Source: an optimization exercise on an open RTL-to-GDS flow (aim: small area and a short achievable clock period). Production flows keep margins and buffers that such runs may drop. Only simulation tests tie the RTL to the original design; equivalence was not proved. The clock port is modelled as an ideal driver, which makes a skipped or thinned clock tree look cheaper than it is; a real chip needs a root buffer or a tree.

Design wav_riff_stream_parser, start of the top module:
module wav_riff_stream_parser (
    input  wire             clk,
    input  wire             rst_n,
    input  wire             bytes_valid,
    output wire             bytes_ready,
    input  wire  [7:0]      bytes_in_byte,
    input  wire             bytes_end_of_file,
    output wire             results_valid,
    input  wire             results_ready,
    output wire  [1:0]      results_out_kind,
    output wire  [15:0]     results_sample_word,
    output wire  [1:0]      results_channel_count,
    output wire  [4:0]      results_sample_bits,
    output wire  [31:0]     results_sample_rate_hz,
    output wire  [2:0]      results_error_code,
    output wire             results_last_of_file
);
Size: roughly 76 I/O pins, ~0.0070 mm^2 of cells after synthesis.
export LEC_CHECK = 0
export ABC_AREA = 1
export CAP_MARGIN = 20
export CORE_MARGIN = 2
export CORE_UTILIZATION = 40
export PLACE_DENSITY = 0.8
export SETUP_SLACK_MARGIN = 3.75
export SLEW_MARGIN = 20
create_clock -name core_clock -period 6.0 [get_ports {clk}]
standard.sh (not shown) runs the stock make flow with config.mk's settings and CLKGATE_MAP_FILE= SYNTH_SCRIPT=/design/flow/synth_recipe.tcl, a recipe that flattens the netlist after the stock synthesis.
==> flow/flow/run.sh <==
#!/bin/bash
# The standard layout (the standard.sh: standard synthesis and ORFS flow),
# with two changes: the port buffers are buf_1 cells, and the clock tree is
# two levels of clock buffers built by flow/pre_cts.tcl instead of
# TritonCTS, whose root buffer drives leaves spread over the whole die. Each tool's full output stays in ORFS's own logs
# under orfs/logs; make's output goes to flow_make.log here.
set -euo pipefail
here=$(pwd)
bash standard.sh "BUFFER_PORTS_ARGS=-buffer_cell sky130_fd_sc_hd__buf_1" \
  "PRE_CTS_TCL=$here/flow/pre_cts.tcl" finish > flow_make.log 2>&1
==> flow/flow/mytree2.tcl <==
proc kmeans { pts nb } {
  # pts: list of {id x y}; returns list of cluster index per point
  set n [llength $pts]
  set sorted [lsort -integer -index 1 $pts]
  set cx {}; set cy {}
  for {set k 0} {$k < $nb} {incr k} {
    set s [lindex $sorted [expr {int(($k + 0.5) * $n / $nb)}]]
    lappend cx [lindex $s 1]; lappend cy [lindex $s 2]
  }
  set assign {}
  for {set iter 0} {$iter < 40} {incr iter} {
    set sx [lrepeat $nb 0.0]; set sy [lrepeat $nb 0.0]; set sc [lrepeat $nb 0]
    set assign {}
    foreach s $pts {
      lassign $s id x y
      set best 0; set bd 1e18
      for {set k 0} {$k < $nb} {incr k} {
        set dx [expr {$x - [lindex $cx $k]}]; set dy [expr {$y - [lindex $cy $k]}]
        set d [expr {$dx*$dx + $dy*$dy}]
        if {$d < $bd} { set bd $d; set best $k }
      }
      lappend assign $best
      lset sx $best [expr {[lindex $sx $best] + $x}]
      lset sy $best [expr {[lindex $sy $best] + $y}]
      lset sc $best [expr {[lindex $sc $best] + 1}]
    }
    for {set k 0} {$k < $nb} {incr k} {
      if {[lindex $sc $k] > 0} {
        lset cx $k [expr {int([lindex $sx $k] / [lindex $sc $k])}]
        lset cy $k [expr {int([lindex $sy $k] / [lindex $sc $k])}]
      }
    }
  }
  return [list $assign $cx $cy]
}

proc add_buf { block master name innet x y } {
  set buf [odb::dbInst_create $block $master $name]
  set net [odb::dbNet_create $block "${name}_net"]
  $net setSigType CLOCK
  [$buf findITerm A] connect $innet
  [$buf findITerm X] connect $net
  $buf setLocation $x $y
  $buf setPlacementStatus PLACED
  return $net
}

proc my_clock_tree2 { ntop leaf topcell leafcell } {
  set block [ord::get_db_block]
  set db [ord::get_db]
  set clknet [$block findNet clk]
  set sinks {}
  set i 0
  foreach it [$clknet getITerms] {
    lassign [[$it getInst] getLocation] x y
    lappend sinks [list $i $x $y]
    lappend iterms $it
    incr i
  }
  lassign [kmeans $sinks $ntop] top cx cy
  set mtop [$db findMaster $topcell]
  set mleaf [$db findMaster $leafcell]
  set nleaves 0
  for {set t 0} {$t < $ntop} {incr t} {
    set members {}
    foreach s $sinks a $top { if {$a == $t} { lappend members $s } }
    if {[llength $members] == 0} { continue }
    set tnet [add_buf $block $mtop "clkbuf_top_$t" $clknet [lindex $cx $t] [lindex $cy $t]]
    set nl [expr {int(ceil([llength $members] / double($leaf)))}]
    lassign [kmeans $members $nl] sub lx ly
    for {set l 0} {$l < $nl} {incr l} {
      set mine {}
      foreach s $members a $sub { if {$a == $l} { lappend mine [lindex $s 0] } }
      if {[llength $mine] == 0} { continue }
      set lnet [add_buf $block $mleaf "clkbuf_leaf_${t}_$l" $tnet [lindex $lx $l] [lindex $ly $l]]
      incr nleaves
      foreach i $mine {
        set it [lindex $iterms $i]
        $it disconnect
        $it connect $lnet
      }
    }
  }
  puts "my_clock_tree2: [llength $sinks] sinks, $ntop top buffers, $nleaves leaf buffers"
}
==> flow/flow/pre_cts.tcl <==
# Sourced by ORFS's cts.tcl before clock tree synthesis (PRE_CTS_TCL).
# Replaces TritonCTS's tree by a shallower balanced one: the clock port drives
# four top buffers (one per k-means cluster of flip-flops), each of which
# drives leaf buffers, one per sub-cluster of at most 20 flip-flops.
source [file join [file dirname [info script]] mytree2.tcl]
my_clock_tree2 4 20 sky130_fd_sc_hd__clkbuf_8 sky130_fd_sc_hd__clkbuf_8
rename clock_tree_synthesis triton_clock_tree_synthesis
proc clock_tree_synthesis { args } {
  puts "clock_tree_synthesis: tree built by pre_cts.tcl, TritonCTS not run"
  set_propagated_clock [all_clocks]
}
The baseline completed with no timing, DRC or antenna violations.
Edit:
- CAP_MARGIN: 20 -> 0
- PLACE_DENSITY: 0.8 -> not set
- SLEW_MARGIN: 20 -> 0
- TNS_END_PERCENT: not set -> 20
After rerunning: The changed run produced a clean layout; core utilization came out lower by 0.45 points; cell area is lower by 0.99%; global-route usage falls by 0.48 points; synthesized area does not change; cell count goes down by about 0.5%; maximum frequency drops by 4.9%; via count goes down by 2.9%.
Edit:
--- a/flow/flow/run.sh
+++ b/flow/flow/run.sh
@@ -4 +4 @@
-# two levels of clock buffers built by flow/pre_cts.tcl instead of
+# two levels of clkbuf_8 cells built by flow/pre_cts.tcl instead of
--- a/flow/flow/mytree2.tcl
+++ b/flow/flow/mytree2.tcl
@@ -72,3 +71,0 @@
-      set mine {}
-      foreach s $members a $sub { if {$a == $l} { lappend mine [lindex $s 0] } }
-      if {[llength $mine] == 0} { continue }
@@ -77,4 +74,6 @@
-      foreach i $mine {
-        set it [lindex $iterms $i]
-        $it disconnect
-        $it connect $lnet
+      foreach s $members a $sub {
+        if {$a == $l} {
+          set it [lindex $iterms [lindex $s 0]]
+          $it disconnect
+          $it connect $lnet
+        }
--- a/flow/flow/pre_cts.tcl
+++ b/flow/flow/pre_cts.tcl
@@ -3,2 +3,2 @@
-# four top buffers (one per k-means cluster of flip-flops), each of which
-# drives leaf buffers, one per sub-cluster of at most 20 flip-flops.
+# four clkbuf_8 cells (one per k-means cluster of flip-flops), each of which
+# drives clkbuf_8 leaf cells, one per sub-cluster of at most 20 flip-flops.
- CAP_MARGIN: 0 -> 20
- CTS_BUF_LIST: not set -> sky130_fd_sc_hd__clkbuf_8
- SETUP_SLACK_MARGIN: 3.75 -> 3.6
- SLEW_MARGIN: 0 -> 20
- TNS_END_PERCENT: 20 -> not set
Result: Design area stays flat; routed wire length is lower by 0.62%; critical path depth does not change; synthesized cell count stays the same; maximum frequency barely changes; sequential share of layout area stays flat.
Edit:
--- a/flow/flow/run.sh
+++ b/flow/flow/run.sh
@@ -4 +4 @@
-# two levels of clkbuf_8 cells built by flow/pre_cts.tcl instead of
+# two levels of clock buffers built by flow/pre_cts.tcl instead of
--- a/flow/flow/mytree2.tcl
+++ b/flow/flow/mytree2.tcl
@@ -71,0 +72,3 @@
+      set mine {}
+      foreach s $members a $sub { if {$a == $l} { lappend mine [lindex $s 0] } }
+      if {[llength $mine] == 0} { continue }
@@ -74,6 +77,4 @@
-      foreach s $members a $sub {
-        if {$a == $l} {
-          set it [lindex $iterms [lindex $s 0]]
-          $it disconnect
-          $it connect $lnet
-        }
+      foreach i $mine {
+        set it [lindex $iterms $i]
+        $it disconnect
+        $it connect $lnet
--- a/flow/flow/pre_cts.tcl
+++ b/flow/flow/pre_cts.tcl
@@ -3,2 +3,2 @@
-# four clkbuf_8 cells (one per k-means cluster of flip-flops), each of which
-# drives clkbuf_8 leaf cells, one per sub-cluster of at most 20 flip-flops.
+# four top buffers (one per k-means cluster of flip-flops), each of which
+# drives leaf buffers, one per sub-cluster of at most 14 flip-flops.
@@ -6 +6 @@
-my_clock_tree2 4 20 sky130_fd_sc_hd__clkbuf_8 sky130_fd_sc_hd__clkbuf_8
+my_clock_tree2 4 14 sky130_fd_sc_hd__clkbuf_8 sky130_fd_sc_hd__clkbuf_8
- CORE_UTILIZATION: 40 -> 25
- CTS_BUF_LIST: sky130_fd_sc_hd__clkbuf_8 -> not set
- SETUP_SLACK_MARGIN: 3.6 -> 3.8
Global-route usage is lower by 6.1 points.
Via count climbs by about 2%.
Fmax went up by about 5%.
Clock skew is higher by 0.012 ns.
Worst hold slack is worse by 0.023 ns.
No run of this note takes its clock network from TritonCTS; it comes from the design's own scripts or RTL.

## port drivers added, routing unchanged
The flow's constraints put no driver on any port. The routed layouts listed below were extracted and timed again, unchanged, in two steps. Step 1: set_driving_cell puts a clkbuf_16 on clk and a buf_2 on each other input, an assumption about the parent block. Step 2, shift: input delay + t, output delay - t, t = (earliest + latest rising clock arrival at the registers) / 2. This alone moves slack from input paths to output paths. a / b / c = ideal ports / drivers / drivers and shift; a / b = the first two.
run	t, ns	setup slack, ns	worst setup path at the end	slew at the worst register clock pin (ns)	worst data-port slew with drivers (ns)
the first run	0.377	3.803 / 3.723 / 3.872	register to register	0.12 / 0.12	0.03
the second run	0.364	3.689 / 3.612 / 3.823	input, reset recovery	0.11 / 0.11	0.03
the third run	0.363	3.693 / 3.615 / 3.804	register to register	0.11 / 0.11	0.03
the fourth run	0.367	3.806 / 3.724 / 3.873	input to register	0.11 / 0.11	0.04
After both steps setup and hold are still met in every run listed. Setup slack includes reset recovery checks.
